Source: an optimization exercise on an open RTL-to-GDS flow (aim: small area and a short achievable clock period). Production flows keep margins and buffers that such runs may drop. The RTL was checked by simulation tests, not by an equivalence proof against the original design. Power is estimated from default activity; no workload was simulated.

**design/flow/flow/run.sh**
```bash
#!/bin/bash
# The standard layout, with the port buffers that buffer_ports inserts taken
# from plain buffers (buf_4) rather than the cell it picks by default.
set -e
export BUFFER_PORTS_ARGS="-buffer_cell sky130_fd_sc_hd__buf_4"
bash standard.sh > standard.log 2>&1
```
**design/flow/standard.sh**
```bash
#!/bin/bash
# synth_recipe.tcl (not shown) runs the flow's synth.tcl, then flattens the netlist and writes it again
# the make line also repeats each setting of config.mk as NAME=value (left out here)
make -C /OpenROAD-flow-scripts/flow DESIGN_CONFIG=/design/flow/config.mk WORK_HOME=/design/flow/orfs CLKGATE_MAP_FILE= SYNTH_SCRIPT=/design/flow/synth_recipe.tcl "${@:-finish}"
```
**design/flow/config.mk**
```make
export PLATFORM = sky130hd
export DESIGN_NAME = weight_stream_mem
export DESIGN_NICKNAME = weight_stream_mem
export VERILOG_FILES = /design/flow/design.v
export SDC_FILE = /design/flow/constraint.sdc
export NUM_CORES = 4
export LEC_CHECK = 0
export CAP_MARGIN = 20
export CORE_MARGIN = 2
export CORE_UTILIZATION = 60
export CTS_CLUSTER_DIAMETER = 70
export CTS_CLUSTER_SIZE = 25
export PLACE_DENSITY = 0.72
export SETUP_SLACK_MARGIN = 1.6
export SLEW_MARGIN = 20
```
**design/flow/constraint.sdc**
```tcl
create_clock -name core_clock -period 4.0 [get_ports {clk}]
set_input_delay 0.8000 -clock core_clock [delete_from_list [all_inputs] [get_ports {clk}]]
set_output_delay 0.8000 -clock core_clock [all_outputs]
set_load 0.01 [all_outputs]
```
**design/flow/design.v**
```verilog
module weight_stream_mem #(
   parameter int DATA_W = 8,
   parameter int ADDR_W = 8,
   parameter int LANES  = 4,
   parameter int LEN_W  = ADDR_W - $clog2(LANES) + 1
) (
   input  logic                    clk,
   input  logic                    rst,
   input  logic                    trig_w,
   input  logic [ADDR_W-1:0]       abus_w,
   input  logic [DATA_W-1:0]       dbus_w,
   input  logic                    req,
   input  logic [ADDR_W-1:0]       base,
   input  logic [LEN_W-1:0]        len,
   output logic                    ack,
   output logic                    busy,
   output logic [DATA_W*LANES-1:0] dbus_r,
   output logic                    valid,
   input  logic                    ready,
   output logic                    last,
   output logic                    done
);
   localparam int ROW_B  = DATA_W * LANES;        
   localparam int WORDS  = 1 << ADDR_W;
   localparam int ROWS   = WORDS / LANES;         
   localparam int G1     = ROWS / 4;              
   logic [WORDS*DATA_W-1:0] store;
   always_ff @(posedge clk) begin
      for (int w = 0; w < WORDS; w++) begin
         if (trig_w && abus_w == ADDR_W'(w)) begin
            store[w*DATA_W +: DATA_W] <= dbus_w;
         end
      end
   end
   logic             run;       
   logic [LEN_W-1:0] remain;
   logic             free;
   logic             accept;
   logic             issue;
   logic             fin;
   assign free   = !valid || ready;
   assign accept = !busy && req;
   assign issue  = run && free;
   assign fin    = busy && !run && free;
   always_ff @(posedge clk or negedge rst) begin
      if (!rst) begin
         ack    <= 1'b0;
         busy   <= 1'b0;
         done   <= 1'b0;
         run    <= 1'b0;
         remain <= '0;
      end else begin
         ack  <= accept;
         done <= fin;
         if (accept) begin
            busy <= 1'b1;
         end else if (fin) begin
            busy <= 1'b0;
         end
         if (accept) begin
            run <= (len != '0);
         end else if (issue && remain == LEN_W'(1)) begin
            run <= 1'b0;
         end
         if (accept) begin
            remain <= len;
         end else if (issue) begin
            remain <= remain - LEN_W'(1);
         end
      end
   end
   logic [5:0] row_p0;
   logic [3:0] sel1 [G1];
   always_ff @(posedge clk or negedge rst) begin
      if (!rst) begin
         row_p0 <= '0;
      end else if (accept) begin
         row_p0 <= base[7:2];
      end else if (issue) begin
         row_p0 <= row_p0 + 6'd1;
      end
   end
   for (genvar g = 0; g < G1; g++) begin : g_sel1
      always_ff @(posedge clk or negedge rst) begin
         if (!rst) begin
            sel1[g] <= 4'b0001;
         end else if (accept) begin
            sel1[g] <= 4'b0001 << base[3:2];
         end else if (issue) begin
            sel1[g] <= {sel1[g][2:0], sel1[g][3]};
         end
      end
   end
   logic [3:0] r2;
   logic [1:0] r3;
   for (genvar k = 0; k < 4; k++) begin : g_r2
      always_ff @(posedge clk or negedge rst) begin
         if (!rst) begin
            r2[k] <= 1'b0;
         end else if (accept) begin
            r2[k] <= base[4];
         end else if (issue && row_p0[1:0] == 2'd3) begin
            r2[k] <= !r2[k];
         end
      end
   end
   for (genvar k = 0; k < 2; k++) begin : g_r3
      always_ff @(posedge clk or negedge rst) begin
         if (!rst) begin
            r3[k] <= 1'b0;
         end else if (accept) begin
            r3[k] <= base[5];
         end else if (issue && row_p0[2:0] == 3'd7) begin
            r3[k] <= !r3[k];
         end
      end
   end
   logic [ROW_B-1:0] lvl1 [G1];
   logic [ROW_B-1:0] rd_p0;
   for (genvar g = 0; g < G1; g++) begin : g_lvl1
      assign lvl1[g] = ({ROW_B{sel1[g][0]}} & store[(4*g+0)*ROW_B +: ROW_B])
                     | ({ROW_B{sel1[g][1]}} & store[(4*g+1)*ROW_B +: ROW_B])
                     | ({ROW_B{sel1[g][2]}} & store[(4*g+2)*ROW_B +: ROW_B])
                     | ({ROW_B{sel1[g][3]}} & store[(4*g+3)*ROW_B +: ROW_B]);
   end
   logic [ROW_B-1:0] lvl2 [8];
   logic [ROW_B-1:0] lvl3 [4];
   logic [ROW_B-1:0] lvl4 [2];
   for (genvar h = 0; h < 8; h++) begin : g_lvl2
      assign lvl2[h] = r2[h/2] ? lvl1[2*h+1] : lvl1[2*h];
   end
   for (genvar h = 0; h < 4; h++) begin : g_lvl3
      assign lvl3[h] = r3[h/2] ? lvl2[2*h+1] : lvl2[2*h];
   end
   for (genvar h = 0; h < 2; h++) begin : g_lvl4
      assign lvl4[h] = row_p0[4] ? lvl3[2*h+1] : lvl3[2*h];
   end
   assign rd_p0 = row_p0[5] ? lvl4[1] : lvl4[0];
   always_ff @(posedge clk or negedge rst) begin
      if (!rst) begin
         dbus_r <= '0;
         valid  <= 1'b0;
         last   <= 1'b0;
      end else if (issue) begin
         dbus_r <= rd_p0;
         valid  <= 1'b1;
         last   <= (remain == LEN_W'(1));
      end else if (valid && ready) begin
         valid  <= 1'b0;
         last   <= 1'b0;
      end
   end
endmodule
```
==> flow_metrics.env <==
export IMPL_status="finished clean"
export IMPL_clk_pin_slew_ps=90
export IMPL_finalNetCount=5300
export IMPL_cp_start_kind="flop"
export IMPL_vdd_drop_max_uv=400
export IMPL_maxCapViolCount=0
export IMPL_hold_viol=0
export IMPL_route_vias_total=50300
export IMPL_dieArea_um2=139000
export IMPL_hp_class="in2async"
export IMPL_instances_no_fill=7135
export IMPL_placed_area_um2=86100
export IMPL_setup_violations=0
export IMPL_ys_flop_type="edfxtp_1"
export IMPL_power_density_nw_per_um2=677
export IMPL_synthCells=4921
export IMPL_antenna_found_initial=13
export IMPL_grt_pass1_vias=47100
export IMPL_cts_buffer_depth=3
export IMPL_worst_slew_pin_slew_ps=1070
export IMPL_relSlewSlack=0.286
export IMPL_crit_arrival_ps=3170
export IMPL_critPathKind="reg2reg"
export IMPL_required_ps=4650
export IMPL_dp_slack_ps=633
export IMPL_setup_tns_ps=0
export IMPL_root_buffer="clkbuf_16"
export IMPL_routed_wl_um=237000
export IMPL_crit_path_top_delay_cell="o211ai_1"
export IMPL_cts_max_level=3
export IMPL_avgSynthCellArea_um2=16.6
export IMPL_post_drt_wl_per_cell_um=33.2
export IMPL_ys_async_sr_fraction=0.0558
export IMPL_cpPeakStageDelay_ps=860
export IMPL_synth_area_um2=81900
export IMPL_initial_core_util=0.604
export IMPL_coreArea_um2=135000
export IMPL_areaGrowthSynthToFinish_pct=13.7
export IMPL_period_share=0.629
export IMPL_rsz0062_at_grt="yes"
export IMPL_end_kind="flop"
export IMPL_p_leak_nw=30.2
export IMPL_clock_latency_ps=770
export IMPL_place_congestion=0.927
export IMPL_cts_made_buffers=114
export IMPL_die_width_um=373
export IMPL_ys_seq_elements=2169
export IMPL_syn_nets=4961
export IMPL_grt_usage=0.329
export IMPL_io_buffers=70
export IMPL_ys_warnings_count=6
export IMPL_final_min_clock_period_ps=2520
export IMPL_route_detailed_drc=0
export IMPL_path_max_fanout=5
export IMPL_grt_max_degree=120
export IMPL_ys_types=61
export IMPL_dp_hpwl_um=144000
export IMPL_finalClockSkew_ps=43.4
export IMPL_drive_above_1_share=0.214
export IMPL_drt_iter0_drc=8324
export IMPL_placed_cells=6756
export IMPL_fp_dieH_um=373
export IMPL_firstDrtPassIters=6
export IMPL_crit_chain="buf_12 -> a22oi_2 -> nand2_1 -> o211ai_1 -> a311oi_2 -> a221o_1"
export IMPL_final_cell_area_um2=93100
export IMPL_finalWorstSetupSlack_ps=1480
export IMPL_ant_nets=0
export IMPL_slew_viol_final=0
export IMPL_num_rows=135
export IMPL_cts_sinks=2169
export IMPL_synth_edf_count=2048
export IMPL_ys_seq_area_frac=0.788
export IMPL_grt_pass1_wl_um=330000
export IMPL_fmax_ghz=0.397
export IMPL_grt_ovfl_total=0
export IMPL_tritoncts="yes"
export IMPL_num_io_pins=73
export IMPL_via_per_inst=7.05
## Yosys cell counts, drive strengths merged (9+ instances only)
cell type  number  area share
a41o           10      0.0012
mux2i          16      0.0020
nor3           44      0.0027
edfxtp       2048        0.75
mux4           33      0.0092
dfrtp         105       0.032
a21oi          84      0.0051
dfstp          16      0.0051
nor2          349       0.016
o21ai         101      0.0062
o211ai         44      0.0040
a31oi          69      0.0053
a311oi         23      0.0025
nand3         170       0.010
a221o          10      0.0012
xor2           10      0.0011
a22o          208       0.022
clkbuf        179      0.0084
a32oi          14      0.0015
nand4          50      0.0038
a22oi         600       0.055
nand2         248       0.011
nand2b          9     0.00069
a41oi          10      0.0011
nor2b          15      0.0011
buf           210       0.014
a221oi        165       0.018
## layout by cell type, fill, tap and decap left out, drive strengths merged, types with 15 or more instances in the layout
master / n
a21oi: 84
a221oi: 165
a22o: 208
a22oi: 600
a311oi: 23
a31oi: 69
buf: 598
clkbuf: 153
clkinv: 23
dfrtp: 105
dfstp: 16
edfxtp: 2048
inv: 30
mux2i: 16
mux4: 33
nand2: 248
nand3: 170
nand4: 50
nor2: 349
nor2b: 15
nor3: 44
o211ai: 44
o21ai: 101
## metrics by stage
| step | power (mW) | util | hold slack (ps) |
|---|---|---|---|
| after detailed placement | 45.1 | 0.635 | 465 |
| after global placement | 44.8 | 0.635 | 457 |
| after floorplan | 37.0 | - | 491 |
| after global routing | 64.5 | 0.687 | 76.6 |
| final | 63.0 | 0.687 | 21.8 |
| after CTS | 60.4 | 0.676 | 31.2 |
## repair_timing
action | CTS | global route
endpoints found under the hold margin | 0 | 0
pin swaps | 15 | 36
gates cloned | 1 | 2
setup buffers | 83 | 83
setup endpoints to repair | 55 | 295
hold buffers | 0 | 0
gates resized for setup | 214 | 145
## final cells by class
class,instances,area [um^2]
sequential,2169,64800
fill,8606,42300
multi-input combinational,2355,16700
timing repair buffer,612,5460
clock buffer,140,3090
tap,1781,2230
clock inverter,69,843
inverter,8,40.0
antenna,1,2.50
## registers in the layout, indices dropped and copies added (netlist names)
| register | cells |
|---|---|
| store | 2048 |
| sel1 | 64 |
| dbus_r | 32 |
| remain | 7 |
| row_p0 | 6 |
| r2 | 4 |
| r3 | 2 |
| ack | 1 |
| busy | 1 |
| done | 1 |
| last | 1 |
| run | 1 |
| valid | 1 |
## cell families after synthesis
group | count (synthesis) | share of synthesized area
AOI/OAI and AO/OA | 1376 | 0.127
xor gates and xnor gates | 16 | 0.00171
adders and majority gates | 4 | 0.000611
buffers and inverters | 397 | 0.0226
DFF | 2169 | 0.788
muxes | 49 | 0.0112
and+or+nand+nor | 910 | 0.0483
## worst max-delay path, delay by kind of cell, from the launching register on
kind	cells	cell delay, ps
AND/OR/NAND/NOR	1	90
flip-flops	1	550
buffers and inverters	1	160
AO/OA/AOI/OAI	4	1600
## power breakdown
part	switching, mW	internal, mW	leakage (nW)	total, mW
logic	13.5	7.84	8.53	21.3
clock network	7.43	6.36	1.88	13.8
registers	2.18	25.7	19.8	27.9
total	23.1	39.9	30.2	63.0
## final timing paths
| check | from | endpoint | slack [ps] | cells past startpoint |
|---|---|---|---|---|
| max | sel1[4][2] | dbus_r[29] | 1480 | 6 |
| min | rst | sel1[8][3] | 20 | 1 |
| max reg2reg | sel1[4][2] | dbus_r[29] | 1480 | 6 |
| min reg2reg | dbus_r[13] | dbus_r[13] | 490 | 2 |
| max in group asynchronous | rst | sel1[4][2] | 3080 | 2 |
| min in group core_clock | len[3] | remain[3] | 250 | 3 |
## metal layers
| metal | global-route usage | vias to the layer above | share of wire |
|---|---|---|---|
| met3 | 0.0886 | 588 | 0.14 |
| met4 | 0.144 | 22 | 0.048 |
| met2 | 0.505 | 3676 | 0.46 |
| li1 | - | 20600 | - |
| met1 | 0.449 | 25400 | 0.35 |
| met5 | 0 | - | 0.00059 |

## re-timing with driven ports
In the flow no input, the clock included, has a driving cell. The finished layout below was timed again as built, in two steps. Step 1 sets driving cells, clkbuf_16 on the clock port and buf_2 on the other inputs (assumed; they add their load-dependent delay and slew). Step 2, shift: input delay + t, output delay - t, t = (earliest + latest rising clock arrival at the registers) / 2. This alone moves slack from input paths to output paths. Three values: no drivers, after step 1, after step 2; two values: the first two.
shift t [ns]: 0.836
setup WS [ns]: 1.484 / 1.413 / 0.577
hold slack, ns: 0.022 / -0.019 / 0.487
clock arrival spread, ns: 0.048 / 0.049
After both steps setup and hold are still met in this run. For this run, drivers alone change the setup slack by -0.071 ns; drivers and shift together by -0.907 ns.
